From an optimization exercise on the open Yosys and OpenROAD flow, aimed at small area, a short achievable clock period and few clock cycles; shortcuts taken in it are not production practice.
In this exercise RTL edits were held to simulation tests only and were not proved equivalent to the original.

## flow/design.v (module list and top-level ports; edited modules follow where they fit)
// module gcn_sequencer: 27 lines
// module gcn_adjacency: 29 lines
// module gcn_aggregate: 332 lines
// module gcn_transform: 21 lines
// module gcn_mac: 136 lines
// module gcn_fa: 10 lines
// module gcn_ha: 9 lines
// module gcn_argmax: 33 lines
// module gcn_cls: 172 lines
// module gcn_top: 65 lines
module gcn_top (
    input  logic                                      clk,
    input  logic                                      rst_n,
    input  logic                                      start,
    input  logic [6-1:0][3-1:0]    edge_src,
    input  logic [6-1:0][3-1:0]    edge_dst,
    input  logic [6-1:0][5-1:0]    feat_col,
    input  logic [3-1:0][5-1:0]  weight_row,
    output logic                                      feat_re,
    output logic [4-1:0]                    feat_addr,
    output logic [6-1:0][2-1:0]   y,
    output logic                                      done
);
  // ...
==> flow/run.sh <==
#!/bin/bash
# synth_recipe.tcl (not shown) runs the flow's synth.tcl, then flattens the netlist and writes it again
# the make line also repeats each setting of config.mk as NAME=value (left out here)
make -C /OpenROAD-flow-scripts/flow DESIGN_CONFIG=/design/flow/config.mk WORK_HOME=/design/flow/orfs CLKGATE_MAP_FILE= SYNTH_SCRIPT=/design/flow/synth_recipe.tcl finish
==> flow/config.mk <==
export PLATFORM = sky130hd
export DESIGN_NAME = gcn_top
export DESIGN_NICKNAME = gcn_top
export VERILOG_FILES = /design/flow/design.v
export SDC_FILE = /design/flow/constraint.sdc
export NUM_CORES = 4
export LEC_CHECK = 0
export ABC_CLOCK_PERIOD_IN_PS = 3000
export CAP_MARGIN = 20
export CORE_MARGIN = 2
export CORE_UTILIZATION = 40
export CTS_BUF_LIST = sky130_fd_sc_hd__clkbuf_8
export CTS_CLUSTER_DIAMETER = 60
export CTS_CLUSTER_SIZE = 16
export SETUP_SLACK_MARGIN = 4.0
export SLEW_MARGIN = 20
export SYNTH_HIERARCHICAL = 1
==> flow/constraint.sdc <==
create_clock -name core_clock -period 7.5 [get_ports {clk}]
set_input_delay 1.5000 -clock core_clock [delete_from_list [all_inputs] [get_ports {clk}]]
set_output_delay 1.5000 -clock core_clock [all_outputs]
set_load 0.01 [all_outputs]
==> metrics.md, run 1 <==
| Metric | Value |
|---|---|
| FF-to-FF path depth | 12 |
| Sequential cell area share | 19.3% |
| H-tree depth | 2 |
| Bufs on Longest Clock Path | 3 |
| Final Instance Area | 0.0458 mm2 |
| Number of global-route vias before repair | 32000 |
| Cts-stage hold buffer count | 0 |
| Hold WC Path Type | flop to flop |
| Post-route non-filler standard cell count | 5745 |
| Inverters | 136 |
| CP endpoint | i_xfm.g_node[4].g_cls[1].u_mac.pend[2]$_DFF_P_ |
| Drt pass-1 iters | 6 |
| RSZ-0062 raised after global routing | true |
| Most flop-heavy register | i_xfm.g_node.g_cls.u_mac.acc |
| Die Ht | 327 um |
| DIE AREA | 0.107 mm2 |
| Tightest Pin Transition | 1.01 ns |
| Avg WL per Cell | 20.2 um |
| NonClk Buf Share | 4.56% |
| Status | no timing/DRC/antenna violations |
| Hold path start | i_agg.wd_r[6]$_DFF_P_ |
| Top Metal Used | met5 |
| Pre-CTS setup slack | 3.48 ns |
| # DRC | 0 |
| TritonCTS buffer count | 49 |
| Post-layout nets | 5226 |
| Setup TNS | 0 ns |
| Global routing usage on met1 | 29.5% |
| CP bufs+invs | 2 |
| Util after Layout | 44.2% |
| Hold WS | 0.370 ns |
| Placed Instances | 5599 |
| Metal3 WL | 7610 um |
| Critical Path RT | 8.07 ns |
| Crit Path Max Fanout | 13 |
| Fraction of area in multi-input gates | 68.7% |
| CTS Root Cell | clkbuf_8 |
| Met3 GRT Util | 2.83% |
| # port buffers | 100 |
Testbench counts, summed over its fixed seeds: cycles 8,064.
==> run 2: changes to the inputs <==
--- a/flow/config.mk
+++ b/flow/config.mk
@@ -12,6 +12,6 @@
 export CTS_BUF_LIST = sky130_fd_sc_hd__clkbuf_8
 export CTS_CLUSTER_DIAMETER = 60
 export CTS_CLUSTER_SIZE = 16
-export SETUP_SLACK_MARGIN = 4.0
+export SETUP_SLACK_MARGIN = 4.2
 export SLEW_MARGIN = 20
 export SYNTH_HIERARCHICAL = 1
==> run 2 against run 1 <==
Effect of this change: sequential share of layout area decreased by 0.34 points; synthesized area unchanged; fmax about the same; register-to-register slack about the same; clock-buffer cell count unchanged; worst setup slack improved by 0.0011 ns; design area increased by 2.0%; critical path depth unchanged; clock skew increased by 0.0010 ns; via count increased by 1.0%; flip-flop and latch count unchanged.
==> metrics.md, run 2 <==
| Metric | Value |
|---|---|
| Initial drt markers | 2427 (was 2587) |
| Max cap viols | 0 (unchanged) |
| Aggregate global-route resource usage | 21.3% (was 20.6%) |
| Post-route ant nets | 0 (unchanged) |
| Cts-stage hold buffer count | 0 (unchanged) |
| Worst-Skew Late Latency | 0.71 ns (was 0.70 ns) |
| Clock Sinks | 417 (unchanged) |
| Number of global-route vias before repair | 32200 (was 32000) |
| Critical path capture point type | flop (unchanged) |
| Max FFs per register | 216 (unchanged) |
| Hold WC Path Type | flop to flop (unchanged) |
| Setup TNS | 0 ns (unchanged) |
| Mapped Cells | 4314 (unchanged) |
| # DRC | 0 (unchanged) |
| CTS Root Cell | clkbuf_8 (unchanged) |
| Die X | 327 um (unchanged) |
| H-tree depth | 2 (unchanged) |
| Reg clk slew, reported paths | 0.10 ns (about the same) |
| Ports | 102 (unchanged) |
| Critical Path RT | 8.08 ns (was 8.07 ns) |
| Grt ovf | 0 (unchanged) |
| Drt total wl | 120000 um (was 116000 um) |
| Die Ht | 327 um (unchanged) |
| Core Area | 0.103 mm2 (unchanged) |
| DIE AREA | 0.107 mm2 (unchanged) |
| GP Congestion | 0.946 (unchanged) |
| Worst setup path class | flop to flop (unchanged) |
| Initial antenna violation count | 2 (was 3) |
| Syn avg cell area | 9.69 um2 (unchanged) |
| Post-layout nets | 5246 (was 5226) |
| Bufs on Longest Clock Path | 3 (unchanged) |
| HPWL Detailed | 80700 um (unchanged) |
| Filler cells | 9804 (was 9889) |
| RSZ-0062 raised after global routing | true (unchanged) |
| Vias per cell | 5.65 (was 5.61) |
| # port buffers | 100 (unchanged) |
| Avg WL per Cell | 20.8 um (was 20.2 um) |
| Worst path arrival time | 3.98 ns (about the same) |
| Crit path launch type | flop (unchanged) |
| Drt pass-1 iters | 5 (was 6) |
| Yosys warning total | 11 (unchanged) |
| FMAX | 294 MHz (about the same) |
| Max Clock Skew | 0.0337 ns (was 0.0327 ns) |
| Initial core utilization | 40.4% (unchanged) |
| Global-route wire length before repair | 182000 um (was 178000 um) |
| Largest net degree at the start of global routing | 49 (unchanged) |
| Syn Std Cell Area | 0.0418 mm2 (unchanged) |
| Largest regs | i_xfm.g_node.g_cls.u_mac.acc x216, i_agg.agg_sum x48, i_agg.xr x30 (unchanged) |
| CTS tree | done (unchanged) |
| Status | no timing/DRC/antenna violations (unchanged) |
| Via count | 32600 (was 32200) |
| Most flop-heavy register | i_xfm.g_node.g_cls.u_mac.acc (unchanged) |
| Slew headroom | 32.7% (was 32.5%) |
| Max-slew violations | 0 (unchanged) |
| Period utilization | 45.3% (was 45.4%) |
| Most frequent cells in the layout | ha_1, xnor2_1, dfxtp_1 (unchanged) |
| Tightest Pin Transition | 1.01 ns (about the same) |
| TritonCTS buffer count | 49 (unchanged) |
| Setup-failing EPs final | 0 (unchanged) |
| Crit Path Max Fanout | 5 (was 13) |
| Hold Vio Cnt, Final | 0 (unchanged) |
| Most common cell after layout, fill and taps aside | ha_1 (unchanged) |
| Crit path time final | 3.40 ns (about the same) |
| Area delta synth->final | 11.7% (was 9.50%) |
| Share of cells above drive strength 1 | 18.8% (was 16.1%) |
| Syn_nets | 5215 (unchanged) |
| Core Rows | 118 (unchanged) |
==> run 2: cell type report <==
cell class | count | area [um2] | area share [%]
flip-flops and latches | 417 | 8860 | 19.0
diodes | 1 | 2.50 | 0.00536
clock buffers | 52 | 716 | 1.53
repair buffers | 195 | 2440 | 5.24
well taps | 1380 | 1730 | 3.70
multi-input cells | 3546 | 32000 | 68.5
clock inverters | 37 | 438 | 0.939
inverters | 136 | 510 | 1.09
==> run 2: critical path: stages (launching register included) <==
cell and delay, ns:
dfxtp_4 0.39, buf_12 0.15, a22oi_2 0.18, xnor2_1 0.16, ha_2 0.20, fa_1 0.42, fa_1 0.46, ha_1 0.31
ha_2 0.19, o211ai_1 0.25, buf_4 0.17, a21oi_2 0.06, or3_1 0.30
==> run 2: final timing paths <==
| check | startpoint | to | slack, ns | cells past startpoint |
|---|---|---|---|---|
| setup / recovery | i_agg.wdiff[0]$_DFF_P_ | i_xfm.g_node[4].g_cls[1].u_mac.pend[2]$_DFF_P_ | 4.10 | 12 |
| hold / removal | i_agg.wd_r[6]$_DFF_P_ | i_agg.wdiff[9]$_DFF_P_ | 0.37 | 0 |
| setup reg to reg | i_agg.wdiff[0]$_DFF_P_ | i_xfm.g_node[4].g_cls[1].u_mac.pend[2]$_DFF_P_ | 4.10 | 12 |
| hold reg to reg | i_agg.wd_r[6]$_DFF_P_ | i_agg.wdiff[9]$_DFF_P_ | 0.37 | 0 |
| max in group asynchronous | rst_n | i_seq.cnt[2]$_DFFE_PN0P_ | 6.21 | 1 |
| min in group asynchronous | rst_n | i_seq.cnt[4]$_DFFE_PN0P_ | 1.04 | 1 |
==> run 2: timing repair <==
action	4_1_cts	5_1_grt
setup buffers	45	11
resized for setup	135	137
pin swaps	21	85
cloned	7	12
setup endpoints to repair	166	73
==> run 2: through the flow <==
step / util (%) / std cells / area, um2 / hold slack (ns) / worst slack (ns)
2_1_floorplan: - / 4314 / 41800 / 0.331 / 4.31
3_3_place_gp: 42.0 / 5599 / 43500 / 0.353 / 3.53
3_5_place_dp: 42.0 / 5599 / 43500 / 0.350 / 3.48
4_1_cts: 44.1 / 5740 / 45700 / 0.371 / 4.14
5_1_grt: 45.1 / 5764 / 46700 / 0.379 / 3.99
6_report: 45.1 / 5764 / 46700 / 0.366 / 4.10
==> run 2: layer usage <==
metal  up-vias  share of wire [%]  GRT usage [%]
met2      1059                 43           33.1
li1      15500                  -              -
met4         2                3.6           6.94
met3       232                6.9           2.97
met5         -              0.011              0
met1     15800                 46           30.3
==> module gcn_aggregate, before the edit <==
module gcn_aggregate (
    input  logic                                      clk,
    input  logic [6-1:0][6-1:0]     adj,
    input  logic [6-1:0][5-1:0]    feat_col,
    input  logic [3-1:0][5-1:0]  weight_row,
    output logic [6-1:0][8-1:0]     agg_sum,
    output logic [3-1:1][9-1:0]    wdiff
);
    logic [6-1:0][5-1:0]  xr;
    logic [3-1:1][5:0]            wd_r;
    logic [3-1:1][9-1:0]  wd_nxt;
    logic [6-1:0][8-1:0]   sum_nxt;
    always_ff @(posedge clk) begin
        xr <= feat_col;
        for (int c = 1; c < 3; c++)
            wd_r[c] <= 6'(weight_row[c]) - 6'(weight_row[0]);
    end
    logic [6/2-1:0][5:0]  psr;
    always_ff @(posedge clk)
        for (int j = 0; j < 6 / 2; j++)
            psr[j] <= (5+1)'(feat_col[2 * j]) + (5+1)'(feat_col[2 * j + 1]);
    always_comb begin
        for (int c = 1; c < 3; c++) begin
            logic [6:0] d;
            d = {wd_r[c], 1'b0};
            for (int i = 0; i < 3; i++) begin
                wd_nxt[c][3 * i]     = d[2 * i + 1] ^ d[2 * i];
                wd_nxt[c][3 * i + 1] = (d[2 * i + 2] & ~d[2 * i + 1] & ~d[2 * i]) |
                                       (~d[2 * i + 2] & d[2 * i + 1] & d[2 * i]);
                wd_nxt[c][3 * i + 2] = d[2 * i + 2] & ~(d[2 * i + 1] & d[2 * i]);
            end
        end
    end
    logic [2:0] sel_0_0;
    assign sel_0_0 = {adj[0][0] & adj[0][1], adj[0][0] & ~adj[0][1], ~adj[0][0] & adj[0][1]};
    logic [2:0] sel_0_1;
    assign sel_0_1 = {adj[0][2] & adj[0][3], adj[0][2] & ~adj[0][3], ~adj[0][2] & adj[0][3]};
    logic [2:0] sel_0_2;
    assign sel_0_2 = {adj[0][4] & adj[0][5], adj[0][4] & ~adj[0][5], ~adj[0][4] & adj[0][5]};
    logic [2:0] sel_1_0;
    assign sel_1_0 = {adj[1][0] & adj[1][1], adj[1][0] & ~adj[1][1], ~adj[1][0] & adj[1][1]};
    logic [2:0] sel_1_1;
    assign sel_1_1 = {adj[1][2] & adj[1][3], adj[1][2] & ~adj[1][3], ~adj[1][2] & adj[1][3]};
    logic [2:0] sel_1_2;
    assign sel_1_2 = {adj[1][4] & adj[1][5], adj[1][4] & ~adj[1][5], ~adj[1][4] & adj[1][5]};
    logic [2:0] sel_2_0;
    assign sel_2_0 = {adj[2][0] & adj[2][1], adj[2][0] & ~adj[2][1], ~adj[2][0] & adj[2][1]};
    logic [2:0] sel_2_1;
    assign sel_2_1 = {adj[2][2] & adj[2][3], adj[2][2] & ~adj[2][3], ~adj[2][2] & adj[2][3]};
    logic [2:0] sel_2_2;
    assign sel_2_2 = {adj[2][4] & adj[2][5], adj[2][4] & ~adj[2][5], ~adj[2][4] & adj[2][5]};
    logic [2:0] sel_3_0;
    assign sel_3_0 = {adj[3][0] & adj[3][1], adj[3][0] & ~adj[3][1], ~adj[3][0] & adj[3][1]};
    logic [2:0] sel_3_1;
    assign sel_3_1 = {adj[3][2] & adj[3][3], adj[3][2] & ~adj[3][3], ~adj[3][2] & adj[3][3]};
    logic [2:0] sel_3_2;
    assign sel_3_2 = {adj[3][4] & adj[3][5], adj[3][4] & ~adj[3][5], ~adj[3][4] & adj[3][5]};
    logic [2:0] sel_4_0;
    assign sel_4_0 = {adj[4][0] & adj[4][1], adj[4][0] & ~adj[4][1], ~adj[4][0] & adj[4][1]};
    logic [2:0] sel_4_1;
    assign sel_4_1 = {adj[4][2] & adj[4][3], adj[4][2] & ~adj[4][3], ~adj[4][2] & adj[4][3]};
    logic [2:0] sel_4_2;
    assign sel_4_2 = {adj[4][4] & adj[4][5], adj[4][4] & ~adj[4][5], ~adj[4][4] & adj[4][5]};
    logic [2:0] sel_5_0;
    assign sel_5_0 = {adj[5][0] & adj[5][1], adj[5][0] & ~adj[5][1], ~adj[5][0] & adj[5][1]};
    logic [2:0] sel_5_1;
    assign sel_5_1 = {adj[5][2] & adj[5][3], adj[5][2] & ~adj[5][3], ~adj[5][2] & adj[5][3]};
    logic [2:0] sel_5_2;
    assign sel_5_2 = {adj[5][4] & adj[5][5], adj[5][4] & ~adj[5][5], ~adj[5][4] & adj[5][5]};
    logic ag_0, ag_1, ag_2, ag_3, ag_4, ag_5, ag_6, ag_7;
    logic ag_8, ag_9, ag_10, ag_11, ag_12, ag_13, ag_14, ag_15;
    logic ag_16, ag_17, ag_18, ag_19, ag_20, ag_21, ag_22, ag_23;
    logic ag_24, ag_25, ag_26, ag_27, ag_28, ag_29, ag_30, ag_31;
    logic ag_32, ag_33, ag_34, ag_35, ag_36, ag_37, ag_38, ag_39;
    logic ag_40, ag_41, ag_42, ag_43, ag_44, ag_45, ag_46, ag_47;
    logic ag_48, ag_49, ag_50, ag_51, ag_52, ag_53, ag_54, ag_55;
    logic ag_56, ag_57, ag_58, ag_59, ag_60, ag_61, ag_62, ag_63;
    logic ag_64, ag_65, ag_66, ag_67, ag_68, ag_69, ag_70, ag_71;
    logic ag_72, ag_73, ag_74, ag_75, ag_76, ag_77, ag_78, ag_79;
    logic ag_80, ag_81, ag_82, ag_83, ag_84, ag_85, ag_86, ag_87;
    logic ag_88, ag_89, ag_90, ag_91, ag_92, ag_93, ag_94, ag_95;
    logic ag_96, ag_97, ag_98, ag_99, ag_100, ag_101, ag_102, ag_103;
    logic ag_104, ag_105, ag_106, ag_107, ag_108, ag_109, ag_110, ag_111;
    logic ag_112, ag_113, ag_114, ag_115, ag_116, ag_117, ag_118, ag_119;
    logic ag_120, ag_121, ag_122, ag_123, ag_124, ag_125, ag_126, ag_127;
    logic ag_128, ag_129, ag_130, ag_131, ag_132, ag_133, ag_134, ag_135;
    logic ag_136, ag_137, ag_138, ag_139, ag_140, ag_141, ag_142, ag_143;
    logic ag_144, ag_145, ag_146, ag_147, ag_148, ag_149, ag_150, ag_151;
    logic ag_152, ag_153, ag_154, ag_155, ag_156, ag_157, ag_158, ag_159;
    logic ag_160, ag_161, ag_162, ag_163, ag_164, ag_165, ag_166, ag_167;
    logic ag_168, ag_169, ag_170, ag_171, ag_172, ag_173, ag_174, ag_175;
    logic ag_176, ag_177, ag_178, ag_179, ag_180, ag_181, ag_182, ag_183;
    logic ag_184, ag_185, ag_186, ag_187, ag_188, ag_189, ag_190, ag_191;
    logic ag_192, ag_193, ag_194, ag_195, ag_196, ag_197, ag_198, ag_199;
    logic ag_200, ag_201, ag_202, ag_203, ag_204, ag_205, ag_206, ag_207;
    logic ag_208, ag_209, ag_210, ag_211, ag_212, ag_213, ag_214, ag_215;
    logic ag_216, ag_217, ag_218, ag_219, ag_220, ag_221, ag_222, ag_223;
    logic ag_224, ag_225, ag_226, ag_227, ag_228, ag_229, ag_230, ag_231;
    logic ag_232, ag_233, ag_234, ag_235, ag_236, ag_237, ag_238, ag_239;
    logic ag_240, ag_241, ag_242, ag_243, ag_244, ag_245, ag_246, ag_247;
    logic ag_248, ag_249, ag_250, ag_251, ag_252, ag_253, ag_254, ag_255;
    logic ag_256, ag_257, ag_258, ag_259, ag_260, ag_261, ag_262, ag_263;
    logic ag_264, ag_265, ag_266, ag_267, ag_268, ag_269, ag_270, ag_271;
    logic ag_272, ag_273, ag_274, ag_275, ag_276, ag_277, ag_278, ag_279;
    logic ag_280, ag_281, ag_282, ag_283, ag_284, ag_285, ag_286, ag_287;
    gcn_ha u_ag_0 (.a(((sel_0_0[2] & psr[0][0]) | (sel_0_0[1] & xr[0][0]) | (sel_0_0[0] & xr[1][0]))), .b(((sel_0_1[2] & psr[1][0]) | (sel_0_1[1] & xr[2][0]) | (sel_0_1[0] & xr[3][0]))), .s(ag_0), .co(ag_1));
    gcn_fa u_ag_2 (.a(((sel_0_0[2] & psr[0][1]) | (sel_0_0[1] & xr[0][1]) | (sel_0_0[0] & xr[1][1]))), .b(((sel_0_1[2] & psr[1][1]) | (sel_0_1[1] & xr[2][1]) | (sel_0_1[0] & xr[3][1]))), .c(((sel_0_2[2] & psr[2][1]) | (sel_0_2[1] & xr[4][1]) | (sel_0_2[0] & xr[5][1]))), .s(ag_2), .co(ag_3));
    gcn_fa u_ag_4 (.a(((sel_0_0[2] & psr[0][2]) | (sel_0_0[1] & xr[0][2]) | (sel_0_0[0] & xr[1][2]))), .b(((sel_0_1[2] & psr[1][2]) | (sel_0_1[1] & xr[2][2]) | (sel_0_1[0] & xr[3][2]))), .c(((sel_0_2[2] & psr[2][2]) | (sel_0_2[1] & xr[4][2]) | (sel_0_2[0] & xr[5][2]))), .s(ag_4), .co(ag_5));
    gcn_fa u_ag_6 (.a(((sel_0_0[2] & psr[0][3]) | (sel_0_0[1] & xr[0][3]) | (sel_0_0[0] & xr[1][3]))), .b(((sel_0_1[2] & psr[1][3]) | (sel_0_1[1] & xr[2][3]) | (sel_0_1[0] & xr[3][3]))), .c(((sel_0_2[2] & psr[2][3]) | (sel_0_2[1] & xr[4][3]) | (sel_0_2[0] & xr[5][3]))), .s(ag_6), .co(ag_7));
    gcn_fa u_ag_8 (.a(((sel_0_0[2] & psr[0][4]) | (sel_0_0[1] & xr[0][4]) | (sel_0_0[0] & xr[1][4]))), .b(((sel_0_1[2] & psr[1][4]) | (sel_0_1[1] & xr[2][4]) | (sel_0_1[0] & xr[3][4]))), .c(((sel_0_2[2] & psr[2][4]) | (sel_0_2[1] & xr[4][4]) | (sel_0_2[0] & xr[5][4]))), .s(ag_8), .co(ag_9));
    gcn_fa u_ag_10 (.a(((sel_0_0[2] & psr[0][5]))), .b(((sel_0_1[2] & psr[1][5]))), .c(((sel_0_2[2] & psr[2][5]))), .s(ag_10), .co(ag_11));
    gcn_ha u_ag_12 (.a(ag_0), .b(((sel_0_2[2] & psr[2][0]) | (sel_0_2[1] & xr[4][0]) | (sel_0_2[0] & xr[5][0]))), .s(ag_12), .co(ag_13));
    gcn_ha u_ag_14 (.a(ag_1), .b(ag_2), .s(ag_14), .co(ag_15));
    gcn_ha u_ag_16 (.a(ag_3), .b(ag_4), .s(ag_16), .co(ag_17));
    gcn_ha u_ag_18 (.a(ag_5), .b(ag_6), .s(ag_18), .co(ag_19));
    gcn_ha u_ag_20 (.a(ag_7), .b(ag_8), .s(ag_20), .co(ag_21));
    gcn_ha u_ag_22 (.a(ag_9), .b(ag_10), .s(ag_22), .co(ag_23));
    gcn_ha u_ag_48 (.a(((sel_1_0[2] & psr[0][0]) | (sel_1_0[1] & xr[0][0]) | (sel_1_0[0] & xr[1][0]))), .b(((sel_1_1[2] & psr[1][0]) | (sel_1_1[1] & xr[2][0]) | (sel_1_1[0] & xr[3][0]))), .s(ag_48), .co(ag_49));
    gcn_fa u_ag_50 (.a(((sel_1_0[2] & psr[0][1]) | (sel_1_0[1] & xr[0][1]) | (sel_1_0[0] & xr[1][1]))), .b(((sel_1_1[2] & psr[1][1]) | (sel_1_1[1] & xr[2][1]) | (sel_1_1[0] & xr[3][1]))), .c(((sel_1_2[2] & psr[2][1]) | (sel_1_2[1] & xr[4][1]) | (sel_1_2[0] & xr[5][1]))), .s(ag_50), .co(ag_51));
    gcn_fa u_ag_52 (.a(((sel_1_0[2] & psr[0][2]) | (sel_1_0[1] & xr[0][2]) | (sel_1_0[0] & xr[1][2]))), .b(((sel_1_1[2] & psr[1][2]) | (sel_1_1[1] & xr[2][2]) | (sel_1_1[0] & xr[3][2]))), .c(((sel_1_2[2] & psr[2][2]) | (sel_1_2[1] & xr[4][2]) | (sel_1_2[0] & xr[5][2]))), .s(ag_52), .co(ag_53));
    gcn_fa u_ag_54 (.a(((sel_1_0[2] & psr[0][3]) | (sel_1_0[1] & xr[0][3]) | (sel_1_0[0] & xr[1][3]))), .b(((sel_1_1[2] & psr[1][3]) | (sel_1_1[1] & xr[2][3]) | (sel_1_1[0] & xr[3][3]))), .c(((sel_1_2[2] & psr[2][3]) | (sel_1_2[1] & xr[4][3]) | (sel_1_2[0] & xr[5][3]))), .s(ag_54), .co(ag_55));
    gcn_fa u_ag_56 (.a(((sel_1_0[2] & psr[0][4]) | (sel_1_0[1] & xr[0][4]) | (sel_1_0[0] & xr[1][4]))), .b(((sel_1_1[2] & psr[1][4]) | (sel_1_1[1] & xr[2][4]) | (sel_1_1[0] & xr[3][4]))), .c(((sel_1_2[2] & psr[2][4]) | (sel_1_2[1] & xr[4][4]) | (sel_1_2[0] & xr[5][4]))), .s(ag_56), .co(ag_57));
    gcn_fa u_ag_58 (.a(((sel_1_0[2] & psr[0][5]))), .b(((sel_1_1[2] & psr[1][5]))), .c(((sel_1_2[2] & psr[2][5]))), .s(ag_58), .co(ag_59));
    gcn_ha u_ag_60 (.a(ag_48), .b(((sel_1_2[2] & psr[2][0]) | (sel_1_2[1] & xr[4][0]) | (sel_1_2[0] & xr[5][0]))), .s(ag_60), .co(ag_61));
    gcn_ha u_ag_62 (.a(ag_49), .b(ag_50), .s(ag_62), .co(ag_63));
    gcn_ha u_ag_64 (.a(ag_51), .b(ag_52), .s(ag_64), .co(ag_65));
    gcn_ha u_ag_66 (.a(ag_53), .b(ag_54), .s(ag_66), .co(ag_67));
    gcn_ha u_ag_68 (.a(ag_55), .b(ag_56), .s(ag_68), .co(ag_69));
    gcn_ha u_ag_70 (.a(ag_57), .b(ag_58), .s(ag_70), .co(ag_71));
    gcn_ha u_ag_96 (.a(((sel_2_0[2] & psr[0][0]) | (sel_2_0[1] & xr[0][0]) | (sel_2_0[0] & xr[1][0]))), .b(((sel_2_1[2] & psr[1][0]) | (sel_2_1[1] & xr[2][0]) | (sel_2_1[0] & xr[3][0]))), .s(ag_96), .co(ag_97));
    gcn_fa u_ag_98 (.a(((sel_2_0[2] & psr[0][1]) | (sel_2_0[1] & xr[0][1]) | (sel_2_0[0] & xr[1][1]))), .b(((sel_2_1[2] & psr[1][1]) | (sel_2_1[1] & xr[2][1]) | (sel_2_1[0] & xr[3][1]))), .c(((sel_2_2[2] & psr[2][1]) | (sel_2_2[1] & xr[4][1]) | (sel_2_2[0] & xr[5][1]))), .s(ag_98), .co(ag_99));
    gcn_fa u_ag_100 (.a(((sel_2_0[2] & psr[0][2]) | (sel_2_0[1] & xr[0][2]) | (sel_2_0[0] & xr[1][2]))), .b(((sel_2_1[2] & psr[1][2]) | (sel_2_1[1] & xr[2][2]) | (sel_2_1[0] & xr[3][2]))), .c(((sel_2_2[2] & psr[2][2]) | (sel_2_2[1] & xr[4][2]) | (sel_2_2[0] & xr[5][2]))), .s(ag_100), .co(ag_101));
    gcn_fa u_ag_102 (.a(((sel_2_0[2] & psr[0][3]) | (sel_2_0[1] & xr[0][3]) | (sel_2_0[0] & xr[1][3]))), .b(((sel_2_1[2] & psr[1][3]) | (sel_2_1[1] & xr[2][3]) | (sel_2_1[0] & xr[3][3]))), .c(((sel_2_2[2] & psr[2][3]) | (sel_2_2[1] & xr[4][3]) | (sel_2_2[0] & xr[5][3]))), .s(ag_102), .co(ag_103));
    gcn_fa u_ag_104 (.a(((sel_2_0[2] & psr[0][4]) | (sel_2_0[1] & xr[0][4]) | (sel_2_0[0] & xr[1][4]))), .b(((sel_2_1[2] & psr[1][4]) | (sel_2_1[1] & xr[2][4]) | (sel_2_1[0] & xr[3][4]))), .c(((sel_2_2[2] & psr[2][4]) | (sel_2_2[1] & xr[4][4]) | (sel_2_2[0] & xr[5][4]))), .s(ag_104), .co(ag_105));
    gcn_fa u_ag_106 (.a(((sel_2_0[2] & psr[0][5]))), .b(((sel_2_1[2] & psr[1][5]))), .c(((sel_2_2[2] & psr[2][5]))), .s(ag_106), .co(ag_107));
    gcn_ha u_ag_108 (.a(ag_96), .b(((sel_2_2[2] & psr[2][0]) | (sel_2_2[1] & xr[4][0]) | (sel_2_2[0] & xr[5][0]))), .s(ag_108), .co(ag_109));
    gcn_ha u_ag_110 (.a(ag_97), .b(ag_98), .s(ag_110), .co(ag_111));
    gcn_ha u_ag_112 (.a(ag_99), .b(ag_100), .s(ag_112), .co(ag_113));
    gcn_ha u_ag_114 (.a(ag_101), .b(ag_102), .s(ag_114), .co(ag_115));
    gcn_ha u_ag_116 (.a(ag_103), .b(ag_104), .s(ag_116), .co(ag_117));
    gcn_ha u_ag_118 (.a(ag_105), .b(ag_106), .s(ag_118), .co(ag_119));
    gcn_ha u_ag_144 (.a(((sel_3_0[2] & psr[0][0]) | (sel_3_0[1] & xr[0][0]) | (sel_3_0[0] & xr[1][0]))), .b(((sel_3_1[2] & psr[1][0]) | (sel_3_1[1] & xr[2][0]) | (sel_3_1[0] & xr[3][0]))), .s(ag_144), .co(ag_145));
    gcn_fa u_ag_146 (.a(((sel_3_0[2] & psr[0][1]) | (sel_3_0[1] & xr[0][1]) | (sel_3_0[0] & xr[1][1]))), .b(((sel_3_1[2] & psr[1][1]) | (sel_3_1[1] & xr[2][1]) | (sel_3_1[0] & xr[3][1]))), .c(((sel_3_2[2] & psr[2][1]) | (sel_3_2[1] & xr[4][1]) | (sel_3_2[0] & xr[5][1]))), .s(ag_146), .co(ag_147));
    gcn_fa u_ag_148 (.a(((sel_3_0[2] & psr[0][2]) | (sel_3_0[1] & xr[0][2]) | (sel_3_0[0] & xr[1][2]))), .b(((sel_3_1[2] & psr[1][2]) | (sel_3_1[1] & xr[2][2]) | (sel_3_1[0] & xr[3][2]))), .c(((sel_3_2[2] & psr[2][2]) | (sel_3_2[1] & xr[4][2]) | (sel_3_2[0] & xr[5][2]))), .s(ag_148), .co(ag_149));
    gcn_fa u_ag_150 (.a(((sel_3_0[2] & psr[0][3]) | (sel_3_0[1] & xr[0][3]) | (sel_3_0[0] & xr[1][3]))), .b(((sel_3_1[2] & psr[1][3]) | (sel_3_1[1] & xr[2][3]) | (sel_3_1[0] & xr[3][3]))), .c(((sel_3_2[2] & psr[2][3]) | (sel_3_2[1] & xr[4][3]) | (sel_3_2[0] & xr[5][3]))), .s(ag_150), .co(ag_151));
    gcn_fa u_ag_152 (.a(((sel_3_0[2] & psr[0][4]) | (sel_3_0[1] & xr[0][4]) | (sel_3_0[0] & xr[1][4]))), .b(((sel_3_1[2] & psr[1][4]) | (sel_3_1[1] & xr[2][4]) | (sel_3_1[0] & xr[3][4]))), .c(((sel_3_2[2] & psr[2][4]) | (sel_3_2[1] & xr[4][4]) | (sel_3_2[0] & xr[5][4]))), .s(ag_152), .co(ag_153));
    gcn_fa u_ag_154 (.a(((sel_3_0[2] & psr[0][5]))), .b(((sel_3_1[2] & psr[1][5]))), .c(((sel_3_2[2] & psr[2][5]))), .s(ag_154), .co(ag_155));
    gcn_ha u_ag_156 (.a(ag_144), .b(((sel_3_2[2] & psr[2][0]) | (sel_3_2[1] & xr[4][0]) | (sel_3_2[0] & xr[5][0]))), .s(ag_156), .co(ag_157));
    gcn_ha u_ag_158 (.a(ag_145), .b(ag_146), .s(ag_158), .co(ag_159));
    gcn_ha u_ag_160 (.a(ag_147), .b(ag_148), .s(ag_160), .co(ag_161));
    gcn_ha u_ag_162 (.a(ag_149), .b(ag_150), .s(ag_162), .co(ag_163));
    gcn_ha u_ag_164 (.a(ag_151), .b(ag_152), .s(ag_164), .co(ag_165));
    gcn_ha u_ag_166 (.a(ag_153), .b(ag_154), .s(ag_166), .co(ag_167));
    gcn_ha u_ag_192 (.a(((sel_4_0[2] & psr[0][0]) | (sel_4_0[1] & xr[0][0]) | (sel_4_0[0] & xr[1][0]))), .b(((sel_4_1[2] & psr[1][0]) | (sel_4_1[1] & xr[2][0]) | (sel_4_1[0] & xr[3][0]))), .s(ag_192), .co(ag_193));
    gcn_fa u_ag_194 (.a(((sel_4_0[2] & psr[0][1]) | (sel_4_0[1] & xr[0][1]) | (sel_4_0[0] & xr[1][1]))), .b(((sel_4_1[2] & psr[1][1]) | (sel_4_1[1] & xr[2][1]) | (sel_4_1[0] & xr[3][1]))), .c(((sel_4_2[2] & psr[2][1]) | (sel_4_2[1] & xr[4][1]) | (sel_4_2[0] & xr[5][1]))), .s(ag_194), .co(ag_195));
    gcn_fa u_ag_196 (.a(((sel_4_0[2] & psr[0][2]) | (sel_4_0[1] & xr[0][2]) | (sel_4_0[0] & xr[1][2]))), .b(((sel_4_1[2] & psr[1][2]) | (sel_4_1[1] & xr[2][2]) | (sel_4_1[0] & xr[3][2]))), .c(((sel_4_2[2] & psr[2][2]) | (sel_4_2[1] & xr[4][2]) | (sel_4_2[0] & xr[5][2]))), .s(ag_196), .co(ag_197));
    gcn_fa u_ag_198 (.a(((sel_4_0[2] & psr[0][3]) | (sel_4_0[1] & xr[0][3]) | (sel_4_0[0] & xr[1][3]))), .b(((sel_4_1[2] & psr[1][3]) | (sel_4_1[1] & xr[2][3]) | (sel_4_1[0] & xr[3][3]))), .c(((sel_4_2[2] & psr[2][3]) | (sel_4_2[1] & xr[4][3]) | (sel_4_2[0] & xr[5][3]))), .s(ag_198), .co(ag_199));
    gcn_fa u_ag_200 (.a(((sel_4_0[2] & psr[0][4]) | (sel_4_0[1] & xr[0][4]) | (sel_4_0[0] & xr[1][4]))), .b(((sel_4_1[2] & psr[1][4]) | (sel_4_1[1] & xr[2][4]) | (sel_4_1[0] & xr[3][4]))), .c(((sel_4_2[2] & psr[2][4]) | (sel_4_2[1] & xr[4][4]) | (sel_4_2[0] & xr[5][4]))), .s(ag_200), .co(ag_201));
    gcn_fa u_ag_202 (.a(((sel_4_0[2] & psr[0][5]))), .b(((sel_4_1[2] & psr[1][5]))), .c(((sel_4_2[2] & psr[2][5]))), .s(ag_202), .co(ag_203));
    gcn_ha u_ag_204 (.a(ag_192), .b(((sel_4_2[2] & psr[2][0]) | (sel_4_2[1] & xr[4][0]) | (sel_4_2[0] & xr[5][0]))), .s(ag_204), .co(ag_205));
    gcn_ha u_ag_206 (.a(ag_193), .b(ag_194), .s(ag_206), .co(ag_207));
    gcn_ha u_ag_208 (.a(ag_195), .b(ag_196), .s(ag_208), .co(ag_209));
    gcn_ha u_ag_210 (.a(ag_197), .b(ag_198), .s(ag_210), .co(ag_211));
    gcn_ha u_ag_212 (.a(ag_199), .b(ag_200), .s(ag_212), .co(ag_213));
    gcn_ha u_ag_214 (.a(ag_201), .b(ag_202), .s(ag_214), .co(ag_215));
    gcn_ha u_ag_240 (.a(((sel_5_0[2] & psr[0][0]) | (sel_5_0[1] & xr[0][0]) | (sel_5_0[0] & xr[1][0]))), .b(((sel_5_1[2] & psr[1][0]) | (sel_5_1[1] & xr[2][0]) | (sel_5_1[0] & xr[3][0]))), .s(ag_240), .co(ag_241));
    gcn_fa u_ag_242 (.a(((sel_5_0[2] & psr[0][1]) | (sel_5_0[1] & xr[0][1]) | (sel_5_0[0] & xr[1][1]))), .b(((sel_5_1[2] & psr[1][1]) | (sel_5_1[1] & xr[2][1]) | (sel_5_1[0] & xr[3][1]))), .c(((sel_5_2[2] & psr[2][1]) | (sel_5_2[1] & xr[4][1]) | (sel_5_2[0] & xr[5][1]))), .s(ag_242), .co(ag_243));
    gcn_fa u_ag_244 (.a(((sel_5_0[2] & psr[0][2]) | (sel_5_0[1] & xr[0][2]) | (sel_5_0[0] & xr[1][2]))), .b(((sel_5_1[2] & psr[1][2]) | (sel_5_1[1] & xr[2][2]) | (sel_5_1[0] & xr[3][2]))), .c(((sel_5_2[2] & psr[2][2]) | (sel_5_2[1] & xr[4][2]) | (sel_5_2[0] & xr[5][2]))), .s(ag_244), .co(ag_245));
    gcn_fa u_ag_246 (.a(((sel_5_0[2] & psr[0][3]) | (sel_5_0[1] & xr[0][3]) | (sel_5_0[0] & xr[1][3]))), .b(((sel_5_1[2] & psr[1][3]) | (sel_5_1[1] & xr[2][3]) | (sel_5_1[0] & xr[3][3]))), .c(((sel_5_2[2] & psr[2][3]) | (sel_5_2[1] & xr[4][3]) | (sel_5_2[0] & xr[5][3]))), .s(ag_246), .co(ag_247));
    gcn_fa u_ag_248 (.a(((sel_5_0[2] & psr[0][4]) | (sel_5_0[1] & xr[0][4]) | (sel_5_0[0] & xr[1][4]))), .b(((sel_5_1[2] & psr[1][4]) | (sel_5_1[1] & xr[2][4]) | (sel_5_1[0] & xr[3][4]))), .c(((sel_5_2[2] & psr[2][4]) | (sel_5_2[1] & xr[4][4]) | (sel_5_2[0] & xr[5][4]))), .s(ag_248), .co(ag_249));
    gcn_fa u_ag_250 (.a(((sel_5_0[2] & psr[0][5]))), .b(((sel_5_1[2] & psr[1][5]))), .c(((sel_5_2[2] & psr[2][5]))), .s(ag_250), .co(ag_251));
    gcn_ha u_ag_252 (.a(ag_240), .b(((sel_5_2[2] & psr[2][0]) | (sel_5_2[1] & xr[4][0]) | (sel_5_2[0] & xr[5][0]))), .s(ag_252), .co(ag_253));
    gcn_ha u_ag_254 (.a(ag_241), .b(ag_242), .s(ag_254), .co(ag_255));
    gcn_ha u_ag_256 (.a(ag_243), .b(ag_244), .s(ag_256), .co(ag_257));
    gcn_ha u_ag_258 (.a(ag_245), .b(ag_246), .s(ag_258), .co(ag_259));
    gcn_ha u_ag_260 (.a(ag_247), .b(ag_248), .s(ag_260), .co(ag_261));
    gcn_ha u_ag_262 (.a(ag_249), .b(ag_250), .s(ag_262), .co(ag_263));
    assign ag_24 = ag_17 | (ag_16 & ag_15);
    assign ag_25 = ag_16 & ag_14;
    assign ag_26 = ag_21 | (ag_20 & ag_19);
    assign ag_27 = ag_20 & ag_18;
    assign ag_28 = ag_11 & ag_23;
    assign ag_29 = ag_11 & ag_22;
    assign ag_30 = ag_15 | (ag_14 & ag_13);
    assign ag_31 = ag_14 & 1'b0;
    assign ag_32 = ag_24 | (ag_25 & ag_13);
    assign ag_33 = ag_25 & 1'b0;
    assign ag_34 = ag_23 | (ag_22 & ag_26);
    assign ag_35 = ag_22 & ag_27;
    assign ag_36 = ag_28 | (ag_29 & ag_26);
    assign ag_37 = ag_29 & ag_27;
    assign ag_38 = ag_19 | (ag_18 & ag_32);
    assign ag_39 = ag_18 & ag_33;
    assign ag_40 = ag_26 | (ag_27 & ag_32);
    assign ag_41 = ag_27 & ag_33;
    assign ag_42 = ag_34 | (ag_35 & ag_32);
    assign ag_43 = ag_35 & ag_33;
    assign ag_44 = ag_36 | (ag_37 & ag_32);
    assign ag_45 = ag_37 & ag_33;
    assign ag_46 = 1'b0 & ag_44;
    assign ag_47 = 1'b0 & ag_45;
    assign sum_nxt[0] = {(1'b0 ^ ag_44), (ag_11 ^ ag_42), (ag_22 ^ ag_40), (ag_20 ^ ag_38), (ag_18 ^ ag_32), (ag_16 ^ ag_30), (ag_14 ^ ag_13), ag_12};
    assign ag_72 = ag_65 | (ag_64 & ag_63);
    assign ag_73 = ag_64 & ag_62;
    assign ag_74 = ag_69 | (ag_68 & ag_67);
    assign ag_75 = ag_68 & ag_66;
    assign ag_76 = ag_59 & ag_71;
    assign ag_77 = ag_59 & ag_70;
    assign ag_78 = ag_63 | (ag_62 & ag_61);
    assign ag_79 = ag_62 & 1'b0;
    assign ag_80 = ag_72 | (ag_73 & ag_61);
    assign ag_81 = ag_73 & 1'b0;
    assign ag_82 = ag_71 | (ag_70 & ag_74);
    assign ag_83 = ag_70 & ag_75;
    assign ag_84 = ag_76 | (ag_77 & ag_74);
    assign ag_85 = ag_77 & ag_75;
    assign ag_86 = ag_67 | (ag_66 & ag_80);
    assign ag_87 = ag_66 & ag_81;
    assign ag_88 = ag_74 | (ag_75 & ag_80);
    assign ag_89 = ag_75 & ag_81;
    assign ag_90 = ag_82 | (ag_83 & ag_80);
    assign ag_91 = ag_83 & ag_81;
    assign ag_92 = ag_84 | (ag_85 & ag_80);
    assign ag_93 = ag_85 & ag_81;
    assign ag_94 = 1'b0 & ag_92;
    assign ag_95 = 1'b0 & ag_93;
    assign sum_nxt[1] = {(1'b0 ^ ag_92), (ag_59 ^ ag_90), (ag_70 ^ ag_88), (ag_68 ^ ag_86), (ag_66 ^ ag_80), (ag_64 ^ ag_78), (ag_62 ^ ag_61), ag_60};
    assign ag_120 = ag_113 | (ag_112 & ag_111);
    assign ag_121 = ag_112 & ag_110;
    assign ag_122 = ag_117 | (ag_116 & ag_115);
    assign ag_123 = ag_116 & ag_114;
    assign ag_124 = ag_107 & ag_119;
    assign ag_125 = ag_107 & ag_118;
    assign ag_126 = ag_111 | (ag_110 & ag_109);
    assign ag_127 = ag_110 & 1'b0;
    assign ag_128 = ag_120 | (ag_121 & ag_109);
    assign ag_129 = ag_121 & 1'b0;
    assign ag_130 = ag_119 | (ag_118 & ag_122);
    assign ag_131 = ag_118 & ag_123;
    assign ag_132 = ag_124 | (ag_125 & ag_122);
    assign ag_133 = ag_125 & ag_123;
    assign ag_134 = ag_115 | (ag_114 & ag_128);
    assign ag_135 = ag_114 & ag_129;
    assign ag_136 = ag_122 | (ag_123 & ag_128);
    assign ag_137 = ag_123 & ag_129;
    assign ag_138 = ag_130 | (ag_131 & ag_128);
    assign ag_139 = ag_131 & ag_129;
    assign ag_140 = ag_132 | (ag_133 & ag_128);
    assign ag_141 = ag_133 & ag_129;
    assign ag_142 = 1'b0 & ag_140;
    assign ag_143 = 1'b0 & ag_141;
    assign sum_nxt[2] = {(1'b0 ^ ag_140), (ag_107 ^ ag_138), (ag_118 ^ ag_136), (ag_116 ^ ag_134), (ag_114 ^ ag_128), (ag_112 ^ ag_126), (ag_110 ^ ag_109), ag_108};
    assign ag_168 = ag_161 | (ag_160 & ag_159);
    assign ag_169 = ag_160 & ag_158;
    assign ag_170 = ag_165 | (ag_164 & ag_163);
    assign ag_171 = ag_164 & ag_162;
    assign ag_172 = ag_155 & ag_167;
    assign ag_173 = ag_155 & ag_166;
    assign ag_174 = ag_159 | (ag_158 & ag_157);
    assign ag_175 = ag_158 & 1'b0;
    assign ag_176 = ag_168 | (ag_169 & ag_157);
    assign ag_177 = ag_169 & 1'b0;
    assign ag_178 = ag_167 | (ag_166 & ag_170);
    assign ag_179 = ag_166 & ag_171;
    assign ag_180 = ag_172 | (ag_173 & ag_170);
    assign ag_181 = ag_173 & ag_171;
    assign ag_182 = ag_163 | (ag_162 & ag_176);
    assign ag_183 = ag_162 & ag_177;
    assign ag_184 = ag_170 | (ag_171 & ag_176);
    assign ag_185 = ag_171 & ag_177;
    assign ag_186 = ag_178 | (ag_179 & ag_176);
    assign ag_187 = ag_179 & ag_177;
    assign ag_188 = ag_180 | (ag_181 & ag_176);
    assign ag_189 = ag_181 & ag_177;
    assign ag_190 = 1'b0 & ag_188;
    assign ag_191 = 1'b0 & ag_189;
    assign sum_nxt[3] = {(1'b0 ^ ag_188), (ag_155 ^ ag_186), (ag_166 ^ ag_184), (ag_164 ^ ag_182), (ag_162 ^ ag_176), (ag_160 ^ ag_174), (ag_158 ^ ag_157), ag_156};
    assign ag_216 = ag_209 | (ag_208 & ag_207);
    assign ag_217 = ag_208 & ag_206;
    assign ag_218 = ag_213 | (ag_212 & ag_211);
    assign ag_219 = ag_212 & ag_210;
    assign ag_220 = ag_203 & ag_215;
    assign ag_221 = ag_203 & ag_214;
    assign ag_222 = ag_207 | (ag_206 & ag_205);
    assign ag_223 = ag_206 & 1'b0;
    assign ag_224 = ag_216 | (ag_217 & ag_205);
    assign ag_225 = ag_217 & 1'b0;
    assign ag_226 = ag_215 | (ag_214 & ag_218);
    assign ag_227 = ag_214 & ag_219;
    assign ag_228 = ag_220 | (ag_221 & ag_218);
    assign ag_229 = ag_221 & ag_219;
    assign ag_230 = ag_211 | (ag_210 & ag_224);
    assign ag_231 = ag_210 & ag_225;
    assign ag_232 = ag_218 | (ag_219 & ag_224);
    assign ag_233 = ag_219 & ag_225;
    assign ag_234 = ag_226 | (ag_227 & ag_224);
    assign ag_235 = ag_227 & ag_225;
    assign ag_236 = ag_228 | (ag_229 & ag_224);
    assign ag_237 = ag_229 & ag_225;
    assign ag_238 = 1'b0 & ag_236;
    assign ag_239 = 1'b0 & ag_237;
    assign sum_nxt[4] = {(1'b0 ^ ag_236), (ag_203 ^ ag_234), (ag_214 ^ ag_232), (ag_212 ^ ag_230), (ag_210 ^ ag_224), (ag_208 ^ ag_222), (ag_206 ^ ag_205), ag_204};
    assign ag_264 = ag_257 | (ag_256 & ag_255);
    assign ag_265 = ag_256 & ag_254;
    assign ag_266 = ag_261 | (ag_260 & ag_259);
    assign ag_267 = ag_260 & ag_258;
    assign ag_268 = ag_251 & ag_263;
    assign ag_269 = ag_251 & ag_262;
    assign ag_270 = ag_255 | (ag_254 & ag_253);
    assign ag_271 = ag_254 & 1'b0;
    assign ag_272 = ag_264 | (ag_265 & ag_253);
    assign ag_273 = ag_265 & 1'b0;
    assign ag_274 = ag_263 | (ag_262 & ag_266);
    assign ag_275 = ag_262 & ag_267;
    assign ag_276 = ag_268 | (ag_269 & ag_266);
    assign ag_277 = ag_269 & ag_267;
    assign ag_278 = ag_259 | (ag_258 & ag_272);
    assign ag_279 = ag_258 & ag_273;
    assign ag_280 = ag_266 | (ag_267 & ag_272);
    assign ag_281 = ag_267 & ag_273;
    assign ag_282 = ag_274 | (ag_275 & ag_272);
    assign ag_283 = ag_275 & ag_273;
    assign ag_284 = ag_276 | (ag_277 & ag_272);
    assign ag_285 = ag_277 & ag_273;
    assign ag_286 = 1'b0 & ag_284;
    assign ag_287 = 1'b0 & ag_285;
    assign sum_nxt[5] = {(1'b0 ^ ag_284), (ag_251 ^ ag_282), (ag_262 ^ ag_280), (ag_260 ^ ag_278), (ag_258 ^ ag_272), (ag_256 ^ ag_270), (ag_254 ^ ag_253), ag_252};
    always_ff @(posedge clk) begin
        agg_sum <= sum_nxt;
        wdiff   <= wd_nxt;
    end
endmodule
==> module gcn_transform, before the edit <==
module gcn_transform (
    input  logic                                                      clk,
    input  logic                                                      pre_first,
    input  logic [6-1:0][8-1:0]                     agg_sum,
    input  logic [3-1:1][9-1:0]                    wdiff,
    output logic [6-1:0][3-1:1][18-1:0]   acc,
    output logic [6-1:0][3-1:1][3-1:0]  pend
);
    for (genvar n = 0; n < 6; n++) begin : g_node
        for (genvar c = 1; c < 3; c++) begin : g_cls
            gcn_mac u_mac (
                .clk       (clk),
                .pre_first (pre_first),
                .agg       (agg_sum[n]),
                .wd        (wdiff[c]),
                .acc       (acc[n][c]),
                .pend      (pend[n][c])
            );
        end
    end
endmodule
==> run 3: changes to the inputs <==
--- a/flow/design.v
+++ b/flow/design.v
@@ -384,10 +384,9 @@
     assign ag_286 = 1'b0 & ag_284;
     assign ag_287 = 1'b0 & ag_285;
     assign sum_nxt[5] = {(1'b0 ^ ag_284), (ag_251 ^ ag_282), (ag_262 ^ ag_280), (ag_260 ^ ag_278), (ag_258 ^ ag_272), (ag_256 ^ ag_270), (ag_254 ^ ag_253), ag_252};
-    always_ff @(posedge clk) begin
+    always_ff @(posedge clk)
         agg_sum <= sum_nxt;
-        wdiff   <= wd_nxt;
-    end
+    assign wdiff = wd_nxt;    
 endmodule
 `timescale 1ns/1ps
 module gcn_transform (
@@ -398,19 +397,36 @@
     output logic [6-1:0][3-1:1][18-1:0]   acc,
     output logic [6-1:0][3-1:1][3-1:0]  pend
 );
+    localparam int WGRP = 2;
+    logic [6/WGRP-1:0][3-1:1][9-1:0] wd_q;
+    for (genvar g = 0; g < 6 / WGRP; g++) begin : g_wreg
+        gcn_wreg u_wreg (
+            .clk (clk),
+            .d   (wdiff),
+            .q   (wd_q[g])
+        );
+    end
     for (genvar n = 0; n < 6; n++) begin : g_node
         for (genvar c = 1; c < 3; c++) begin : g_cls
             gcn_mac u_mac (
                 .clk       (clk),
                 .pre_first (pre_first),
                 .agg       (agg_sum[n]),
-                .wd        (wdiff[c]),
+                .wd        (wd_q[n / WGRP][c]),
                 .acc       (acc[n][c]),
                 .pend      (pend[n][c])
             );
         end
     end
 endmodule
+module gcn_wreg (
+    input  logic                                      clk,
+    input  logic [3-1:1][9-1:0]    d,
+    output logic [3-1:1][9-1:0]    q
+);
+    always_ff @(posedge clk)
+        q <= d;
+endmodule
 module gcn_mac (
     input  logic                      clk,
     input  logic                      pre_first,
==> run 3 against run 2 <==
Effect of this change: highest routed layer unchanged; wire length shrank 7.1%; still clean; via count about the same; flip-flop and latch count is 36 higher; worst hold slack better by 0.070 ns; critical endpoint is now i_xfm.g_node[0].g_cls[2].u_mac.acc[10]$_DFF_P_; sequential share of layout area is 1.7 points higher; first-iteration DRC count is 6.8% lower; design area up 0.88%; non-clock buffer count increased by 14; die area increased by 1.8%.
==> metrics.md, run 3 <==
| Metric | Value |
|---|---|
| Initial drt markers | 2261 (was 2427) |
| Syn avg cell area | 9.77 um2 (was 9.69 um2) |
| Most frequent cells in the layout | ha_1, xnor2_1, dfxtp_1 (unchanged) |
| Filler cells | 10200 (was 9804) |
| Global-route wire length before repair | 172000 um (was 182000 um) |
| HPWL Detailed | 83600 um (was 80700 um) |
| # DRC | 0 (unchanged) |
| Worst setup path class | flop to flop (unchanged) |
| Number of global-route vias before repair | 31400 (was 32200) |
| Aggregate global-route resource usage | 19.8% (was 21.3%) |
| FMAX | 307 MHz (was 294 MHz) |
| Reg clk slew, reported paths | 0.10 ns (about the same) |
| Crit path time final | 3.25 ns (was 3.40 ns) |
| Period utilization | 43.4% (was 45.3%) |
| # port buffers | 100 (unchanged) |
| Crit path launch type | flop (unchanged) |
| Drt pass-1 iters | 16 (was 5) |
| Hold Vio Cnt, Final | 0 (unchanged) |
| Drt total wl | 111000 um (was 120000 um) |
| Largest regs | i_xfm.g_node.g_cls.u_mac.acc x216, i_xfm.g_wreg.u_wreg.q x54, i_agg.agg_sum x48 (was i_xfm.g_node.g_cls.u_mac.acc x216, i_agg.agg_sum x48, i_agg.xr x30) |
| Ports | 102 (unchanged) |
| Post-layout nets | 5308 (was 5246) |
| Most common cell after layout, fill and taps aside | ha_1 (unchanged) |
| H-tree depth | 2 (unchanged) |
| Die X | 330 um (was 327 um) |
| Register area | 0.00976 mm2 (was 0.00886 mm2) |
| Grt ovf | 0 (unchanged) |
| Status | no timing/DRC/antenna violations (unchanged) |
| Worst R2R Setup Slack | 4.25 ns (was 4.10 ns) |
| GP Congestion | 0.949 (was 0.946) |
| Yosys warning total | 12 (was 11) |
| Crit Path Max Fanout | 7 (was 5) |
| Most flop-heavy register | i_xfm.g_node.g_cls.u_mac.acc (unchanged) |
| Worst-Skew Late Latency | 0.80 ns (was 0.71 ns) |
| Clock Sinks | 453 (was 417) |
| Worst path arrival time | 3.94 ns (was 3.98 ns) |
| Vias per cell | 5.56 (was 5.65) |
| Max-slew violations | 0 (unchanged) |
| CTS tree | done (unchanged) |
| Die Ht | 330 um (was 327 um) |
| Via count | 32500 (was 32600) |
| Area delta synth->final | 10.7% (was 11.7%) |
| Initial core utilization | 40.3% (was 40.4%) |
| RSZ-0062 raised after global routing | true (unchanged) |
| Setup TNS | 0 ns (unchanged) |
| Max cap viols | 0 (unchanged) |
| TritonCTS buffer count | 61 (was 49) |
| Core Rows | 119 (was 118) |
| Initial antenna violation count | 11 (was 2) |
| Post-route ant nets | 0 (unchanged) |
| Core Area | 0.105 mm2 (was 0.103 mm2) |
| Multi-input logic area | 0.0315 mm2 (was 0.0320 mm2) |
| Cts-stage hold buffer count | 0 (unchanged) |
| Slew headroom | 24.8% (was 32.7%) |
| Tightest Pin Transition | 1.12 ns (was 1.01 ns) |
| Max FFs per register | 216 (unchanged) |
| Bufs on Longest Clock Path | 3 (unchanged) |
| Max Clock Skew | 0.0656 ns (was 0.0337 ns) |
| Critical Path RT | 8.18 ns (was 8.08 ns) |
| Final WS setup | 4.25 ns (was 4.10 ns) |
| Setup-failing EPs final | 0 (unchanged) |
| Largest net degree at the start of global routing | 23 (was 49) |
| Syn_nets | 5255 (was 5215) |
| Pre-CTS setup slack | 3.77 ns (was 3.48 ns) |
| Hold WC Path Type | flop to flop (unchanged) |
| Avg WL per Cell | 19.0 um (was 20.8 um) |
| DIE AREA | 0.109 mm2 (was 0.107 mm2) |
| CTS Root Cell | clkbuf_8 (unchanged) |
| Share of cells above drive strength 1 | 18.3% (was 18.8%) |
| Critical path capture point type | flop (unchanged) |
| Syn Std Cell Area | 0.0425 mm2 (was 0.0418 mm2) |
| Mapped Cells | 4354 (was 4314) |
[run 3: changes by cell type in the layout (fill, tap and decap cells not counted), sizes merged]
cell / before / now
diode: 1 / 4
dfxtp: 378 / 414
clkinv: 5 / 19
clkinvlp: 2 / 3
bufbuf: 6 / 0
buf: 77 / 101
clkdlybuf4s50: 96 / 98
dlygate4sd2: 4 / 2
bufinv: 5 / 3
clkbuf: 64 / 72
[run 3: critical path, cell delays in order (launching register included)]
cell and delay [ns]:
dfxtp_4 0.38, buf_12 0.14, a22oi_2 0.16, xnor2_1 0.14, ha_2 0.20, fa_1 0.42, fa_1 0.45, ha_1 0.31
ha_2 0.19, o211ai_1 0.30, nand2_1 0.10, ha_2 0.18, nor2_2 0.11, xnor2_1 0.11
[run 3: layout make-up]
type / count / area share [%]
Antenna cell: 4 / 0.0213
Sequential cell: 453 / 20.7
Clock buffer: 64 / 1.87
Multi-Input combinational cell: 3546 / 67.0
Inverter: 136 / 1.08
Timing Repair Buffer: 209 / 4.27
Clock inverter: 50 / 1.33
Tap cell: 1391 / 3.70
[run 3: path summary, 6_finish.rpt]
check / start / endpoint / cells after the start
min reg2reg: i_agg.wd_r[7]$_DFF_P_ / i_xfm.g_wreg[1].u_wreg.q[11]$_DFF_P_ / 0
max: i_agg.agg_sum[5]$_DFF_P_ / i_xfm.g_node[0].g_cls[2].u_mac.acc[10]$_DFF_P_ / 13
min in group asynchronous: rst_n / i_seq.cnt[4]$_DFFE_PN0P_ / 1
max reg2reg: i_agg.agg_sum[5]$_DFF_P_ / i_xfm.g_node[0].g_cls[2].u_mac.acc[10]$_DFF_P_ / 13
min: i_agg.wd_r[7]$_DFF_P_ / i_xfm.g_wreg[1].u_wreg.q[11]$_DFF_P_ / 0
max in group asynchronous: rst_n / i_seq.cnt[2]$_DFFE_PN0P_ / 1
[run 3: routing by layer]
metal  track usage (%)  vias up  routed length [um]
met5                 0        -                  50
met4              7.12        8                3950
met3              3.13      206                5930
met2              32.1      899               50800
met1              26.7    15700               50600
li1                  -    15700                   -
[run 3: timing repair]
item / CTS / global route
setup endpoints to repair: 113 / 61
gates resized for setup: 127 / 135
gates cloned: 0 / 3
buffers inserted: 12 / 74
pin swaps: 1 / 30
[run 3: per-stage QoR]
stage / cells / hold WS [ns] / utilization [%] / cell area, um2
after CTS: 5772 / 0.459 / 43.6 / 46000
after global placement: 5646 / 0.449 / 41.9 / 44200
after global routing: 5852 / 0.470 / 44.7 / 47100
after detailed placement: 5646 / 0.449 / 41.9 / 44200
final: 5853 / 0.436 / 44.7 / 47100
after floorplan: 4354 / 0.410 / - / 42500
Testbench counts of run 3, summed over its fixed seeds: cycles 8,064.
==> run 4: changes to the inputs <==
--- a/flow/config.mk
+++ b/flow/config.mk
@@ -12,6 +12,7 @@
 export CTS_BUF_LIST = sky130_fd_sc_hd__clkbuf_8
 export CTS_CLUSTER_DIAMETER = 60
 export CTS_CLUSTER_SIZE = 16
+export PLACE_DENSITY = 0.75
 export SETUP_SLACK_MARGIN = 4.2
 export SLEW_MARGIN = 20
 export SYNTH_HIERARCHICAL = 1
==> run 4 against run 3 <==
Effect of this change: still clean; non-clock buffer count down 9; cell count down 0.43%; clock skew is essentially flat; fmax down 0.15%; via count increased by 1.4%; critical endpoint is now i_xfm.g_node[5].g_cls[2].u_mac.acc[10]$_DFF_P_.
==> metrics.md, run 4 <==
| Metric | Value |
|---|---|
| Initial antenna violation count | 13 (was 11) |
| Crit path time final | 3.26 ns (was 3.25 ns) |
| Yosys warning total | 12 (unchanged) |
| GP Congestion | 0.973 (was 0.949) |
| CP startpoint | i_agg.agg_sum[45]$_DFF_P_ (was i_agg.agg_sum[5]$_DFF_P_) |
| Via count | 33000 (was 32500) |
| TritonCTS buffer count | 53 (was 61) |
| Core Rows | 119 (unchanged) |
| Period utilization | 43.5% (was 43.4%) |
| Cts-stage hold buffer count | 0 (unchanged) |
| Hold WC Path Type | flop to flop (unchanged) |
| FMAX | 307 MHz (about the same) |
| Share of cells above drive strength 1 | 18.0% (was 18.3%) |
| Mapped Cells | 4354 (unchanged) |
| Crit path launch type | flop (unchanged) |
| Number of global-route vias before repair | 32800 (was 31400) |
| Max FFs per register | 216 (unchanged) |
| H-tree depth | 2 (unchanged) |
| Post-route ant nets | 0 (unchanged) |
| Status | no timing/DRC/antenna violations (unchanged) |
| Syn avg cell area | 9.77 um2 (unchanged) |
| Global-route wire length before repair | 176000 um (was 172000 um) |
| DIE AREA | 0.109 mm2 (unchanged) |
| # DRC | 0 (unchanged) |
| Most frequent cells in the layout | ha_1, xnor2_1, dfxtp_1 (unchanged) |
| Grt ovf | 0 (unchanged) |
| Syn Std Cell Area | 0.0425 mm2 (unchanged) |
| Drt pass-1 iters | 16 (unchanged) |
| Syn_nets | 5255 (unchanged) |
| Max-slew violations | 0 (unchanged) |
| Crit Path Max Fanout | 5 (was 7) |
| Area delta synth->final | 9.79% (was 10.7%) |
| Reg clk slew, reported paths | 0.10 ns (about the same) |
| Most common cell after layout, fill and taps aside | ha_1 (unchanged) |
| Worst setup path class | flop to flop (unchanged) |
| Initial drt markers | 2703 (was 2261) |
| Most flop-heavy register | i_xfm.g_node.g_cls.u_mac.acc (unchanged) |
| HPWL Detailed | 83300 um (was 83600 um) |
| Worst-Skew Late Latency | 0.75 ns (was 0.80 ns) |
| Avg WL per Cell | 19.1 um (was 19.0 um) |
| RSZ-0062 raised after global routing | true (unchanged) |
| Core Area | 0.105 mm2 (unchanged) |
| Setup-failing EPs final | 0 (unchanged) |
| Ports | 102 (unchanged) |
| Tightest Pin Transition | 1.08 ns (was 1.12 ns) |
| Bufs on Longest Clock Path | 3 (unchanged) |
| Aggregate global-route resource usage | 20.0% (was 19.8%) |
| Setup TNS | 0 ns (unchanged) |
| Largest regs | i_xfm.g_node.g_cls.u_mac.acc x216, i_xfm.g_wreg.u_wreg.q x54, i_agg.agg_sum x48 (unchanged) |
| Initial core utilization | 40.3% (unchanged) |
| CTS tree | done (unchanged) |
| Die X | 330 um (unchanged) |
| Post-layout nets | 5291 (was 5308) |
| Drt total wl | 111000 um (about the same) |
| Die Ht | 330 um (unchanged) |
| Critical path capture point type | flop (unchanged) |
| Max Clock Skew | 0.0659 ns (was 0.0656 ns) |
| Hold Vio Cnt, Final | 0 (unchanged) |
| Vias per cell | 5.66 (was 5.56) |
| Slew headroom | 27.9% (was 24.8%) |
| # port buffers | 100 (unchanged) |
| Largest net degree at the start of global routing | 23 (unchanged) |
| Max cap viols | 0 (unchanged) |
| Worst reg2reg startpoint | i_agg.agg_sum[45]$_DFF_P_ (was i_agg.agg_sum[5]$_DFF_P_) |
| Critical Path RT | 8.16 ns (was 8.18 ns) |
| Clock Sinks | 453 (unchanged) |
| Util after Layout | 44.3% (was 44.7%) |
| Hold WS | 0.504 ns (was 0.436 ns) |
| Worst path arrival time | 3.91 ns (was 3.94 ns) |
| CTS Root Cell | clkbuf_8 (unchanged) |
| Hold path start | i_agg.wd_r[0]$_DFF_P_ (was i_agg.wd_r[7]$_DFF_P_) |
[run 4: final cells by class]
type | instances | area (um2)
Multi-Input combinational cell | 3546 | 31500
Timing Repair Buffer | 200 | 1900
Tap cell | 1391 | 1740
Antenna cell | 3 | 7.51
Inverter | 136 | 510
Sequential cell | 453 | 9750
Fill cell | 9915 | 58700
Clock inverter | 44 | 523
Clock buffer | 55 | 757
[run 4: critical path, stage by stage, from the launching register on]
cell and delay [ns]:
dfxtp_4 0.40, a22oi_2 0.22, xnor2_2 0.13, ha_2 0.21
fa_1 0.43, fa_1 0.45, ha_1 0.30, ha_1 0.21
o211ai_1 0.21, buf_4 0.16, nand2_1 0.06, ha_2 0.19
nor2_2 0.09, xnor2_1 0.11
[run 4: worst paths after layout]
check | endpoint | slack [ns] | cells past startpoint
worst min-delay path | i_xfm.g_wreg[2].u_wreg.q[0]$_DFF_P_ | 0.50 | 0
worst min register to register | i_xfm.g_wreg[2].u_wreg.q[0]$_DFF_P_ | 0.50 | 0
min in group asynchronous | i_seq.cnt[4]$_DFFE_PN0P_ | 0.98 | 1
worst max register to register | i_xfm.g_node[5].g_cls[2].u_mac.acc[10]$_DFF_P_ | 4.24 | 13
max in group asynchronous | i_seq.cnt[0]$_DFFE_PN0P_ | 6.28 | 1
worst max-delay path | i_xfm.g_node[5].g_cls[2].u_mac.acc[10]$_DFF_P_ | 4.24 | 13
[run 4: metrics by stage]
stage / setup WS, ns / area (um2) / cells
2_1_floorplan: 4.39 / 42500 / 4354
3_3_place_gp: 3.76 / 44100 / 5640
3_5_place_dp: 3.72 / 44100 / 5640
4_1_cts: 4.15 / 45700 / 5752
5_1_grt: 4.12 / 46700 / 5827
6_report: 4.24 / 46700 / 5828
[run 4: repair_timing]
action | in CTS | in global routing
endpoints found under the setup margin | 122 | 59
setup buffers | 13 | 71
gates resized for setup | 130 | 116
pin swaps | 2 | 41
hold endpoints to repair | 0 | 0
cloned | 0 | 2
[run 4: per-layer routing]
metal | global-route usage (%) | vias up | part of all wire (%) | wire length (um)
met1 | 26.5 | 16000 | 44 | 48500
met4 | 8.34 | 14 | 4.5 | 4970
met2 | 32.3 | 1048 | 45 | 50400
li1 | - | 15600 | - | -
met5 | 0 | - | 0.088 | 98
met3 | 3.40 | 274 | 6.8 | 7530

==> static timing again, ports no longer ideal <==
Ports are ideal in the flow. The routed layouts listed here were re-timed in OpenROAD.
Step 1 sets driving cells, clkbuf_16 on the clock port and buf_2 on the other inputs (assumed; they add their load-dependent delay and slew).
Step 2 adds t to the input delays and takes it off the output delays; t is the mean of the earliest and latest rising clock arrival at the registers after step 1. Input paths then give back, and output paths get back, about the clock's delay inside the block.
Slacks: ideal / step 1 / step 2; pairs: ideal / step 1.
run	t, ns	slack for setup (ns)	hold WS [ns]	pins driven straight from the clock port
run 1	0.754	4.098 / 4.032 / 3.607	0.370 / 0.370 / 0.370	1
run 2	0.760	4.099 / 4.099 / 3.544	0.366 / 0.366 / 0.366	1
run 3	0.826	4.245 / 4.243 / 3.833	0.436 / 0.436 / 0.436	1
run 4	0.791	4.240 / 4.240 / 3.685	0.504 / 0.504 / 0.504	1
After both steps setup and hold are still met in every run listed.
